Context: an optimization exercise on an open-source flow, tuned for small area, a short achievable clock period and few clock cycles. The choices shown serve that exercise and are no tape-out recipe. RTL that was checked went through simulation tests only; none was proved equivalent to the original.

Design micro_ucr_hash_multi, start of the top module:
module micro_ucr_hash_multi #(
    parameter int K   = 3,
    parameter int CUT = 20
) (
    input  logic        clk,
    input  logic        reset_n,
    input  logic        inicio,
    input  logic [95:0] bloque_datos,
    input  logic [31:0] nonce_inicial,
    input  logic [31:0] nonce_limite,
    input  logic [7:0]  target,
    output logic [23:0] bounty,
    output logic [31:0] nonce_ganador,
    output logic        terminado,
    output logic        agotado,
    output logic        ocupado,
    output logic [31:0] intentos
);
For scale: roughly 490 flip-flops.
make LEC_CHECK=0 CAP_MARGIN=30 CORE_MARGIN=2 CORE_UTILIZATION=40 SLEW_MARGIN=30 finish   # period 30.0 ns
run.sh (not shown) runs the stock make flow with config.mk's settings and CLKGATE_MAP_FILE= SYNTH_SCRIPT=/design/flow/synth_recipe.tcl, a recipe that flattens the netlist after the stock synthesis.
The starting point went through all stages and came out clean.
Testbench counts at the start, summed over its fixed seeds: cycles 5,343.
Change:
--- a/flow/design.v
+++ b/flow/design.v
@@ -1,14 +1,14 @@
 module micro_ucr_hash_multi #(
-    parameter int K   = 3,
+    parameter int K   = 4,
     parameter int CUT = 20
 ) (
     input  logic        clk,
     input  logic        reset_n,
     input  logic        inicio,
     input  logic [95:0] bloque_datos,
     input  logic [31:0] nonce_inicial,
     input  logic [31:0] nonce_limite,
     input  logic [7:0]  target,
     output logic [23:0] bounty,
     output logic [31:0] nonce_ganador,
     output logic        terminado,
After rerunning:
- utilization came out higher by 0.40 points
- synthesized area came out higher by 50%
- global-route usage came out higher by 11 points
- die area came out higher by 49%
- synthesized cell count came out higher by 59%
- wire length came out higher by 100%
- count of clock-buffer cells in the layout came out higher by 23
- sequential share of layout area came out lower by 3.8 points
- worst setup slack loses 1.6 ns
- cell area came out higher by 50%
- register-to-register slack loses 1.6 ns
- non-clock buffer count came out higher by 211
- critical path depth came out higher by 6
Testbench counts after the change, summed over its fixed seeds: cycles 3,436.


Another version of the RTL of micro_ucr_hash_multi (not shown whole).
Size in the first run: about 7000 cells after synthesis, ~260 I/O pins, about 65000 um^2 of cells after synthesis.
clock: 30.0 ns
lec_check: 0
cap_margin: 30
core_margin: 2
core_utilization: 55
slew_margin: 30
standard.sh (not shown) runs the stock make flow with config.mk's settings and CLKGATE_MAP_FILE= SYNTH_SCRIPT=/design/flow/synth_recipe.tcl, a recipe that flattens the netlist after the stock synthesis.
==> flow/flow/run.sh <==
#!/bin/bash
# Layout flow: the standard ORFS layout, unchanged, except that timing
# repair aims for a setup slack margin well above zero so that the resizer
# works on the paths that set the achieved period (the 30 ns clock leaves
# them with positive slack, so a zero margin repairs nothing).
set -euo pipefail
cd "$(dirname "$0")/.."
export SETUP_SLACK_MARGIN=${FLOW_SETUP_MARGIN:-22.8}
bash standard.sh > standard_flow.log 2>&1
Testbench counts at the start, summed over its fixed seeds: cycles 5,855.
Then changed:
--- a/flow/design.v
+++ b/flow/design.v
@@ -1,13 +1,13 @@
 module micro_ucr_hash_multi #(
-    parameter int K   = 3,
-    parameter int CUT = 25
+    parameter int K   = 4,
+    parameter int CUT = 26
 ) (
     input  logic        clk,
     input  logic        reset_n,
     input  logic        inicio,
     input  logic [95:0] bloque_datos,
     input  logic [31:0] nonce_inicial,
     input  logic [31:0] nonce_limite,
     input  logic [7:0]  target,
     output logic [23:0] bounty,
     output logic [31:0] nonce_ganador,
@@ -242,23 +242,21 @@
         val2_q  <= val1;
         last2_q <= last1;
         base3_q <= base2_q;
         val3_q  <= val2_q;
         last3_q <= last2_q;
     end
     logic [23:0]   bounty_q;
     logic [K-1:0]  idx_q;
     logic [HB-1:0] nwin_q;
     always_ff @(posedge clk) begin
-        if (busy_q) begin
-            bounty_q <= {whash[23:12], any_hit, 2'b00, any_hit, whash[7:0]};
-            idx_q    <= widx;
-            nwin_q   <= base3_q & {HB{any_hit}};
-        end
-    end
-    assign bounty        = bounty_q;
+        bounty_q <= ({24{busy_q}} & {whash[23:12], 4'h0, whash[7:0]}) | ({24{!busy_q}} & bounty_q);
+        idx_q    <= ({K{busy_q}} & widx) | ({K{!busy_q}} & idx_q);
+        nwin_q   <= ({HB{busy_q}} & base3_q & {HB{any_hit}}) | ({HB{!busy_q}} & nwin_q);
+    end
+    assign bounty        = {bounty_q[23:12], found_q, 2'b00, found_q, bounty_q[7:0]};
     assign nonce_ganador = {nwin_q, idx_q};
     assign ocupado       = busy_q;
     assign terminado     = found_q;
     assign agotado       = exh_q;
     assign intentos      = '0;
 endmodule
What happened: The new run completed with no timing, DRC or antenna violations; wire length rises by 88%; final cell count rises by 59%; non-clock buffer count rises by 424; die area rises by 51%; design area rises by 56%; global-route usage rises by 8.3 points; setup slack gets worse by 0.079 ns; flip-flop and latch count rises by 141; critical path depth rises by 22; via count rises by 73%.
Function not checked in the second run of this note: the RTL went through the layout flow alone.

port drivers added, routing unchanged:
In the flow no input, the clock included, has a driving cell. The finished layouts below were timed again as built, in two steps.
Step 1 sets driving cells, clkbuf_16 on the clock port and buf_2 on the other inputs (assumed; they add their load-dependent delay and slew).
Step 2 adds t to the input delays and takes it off the output delays; t is the mean of the earliest and latest rising clock arrival at the registers after step 1. Input paths then give back, and output paths get back, about the clock's delay inside the block.
a / b / c = no drivers / after step 1 / after step 2; a / b = the first two.
run | shift t [ns] | setup WS [ns] | worst register clock-pin slew, ns | cell pins on the clock port's net
the first run of note 1 | 0.777 | 19.052 / 19.052 / 19.052 | 0.08 / 0.08 | 1
the second run of note 1 | 0.809 | 17.474 / 17.474 / 17.474 | 0.09 / 0.09 | 1
the first run of note 2 | 0.782 | 22.567 / 22.484 / 22.236 | 0.08 / 0.08 | 1
the second run of note 2 | 0.873 | 22.488 / 22.416 / 21.972 | 0.10 / 0.10 | 1
After both steps setup and hold are still met in every run listed. For the second run of note 2, which loses most, drivers alone change the setup slack by -0.072 ns; drivers and shift together by -0.516 ns.
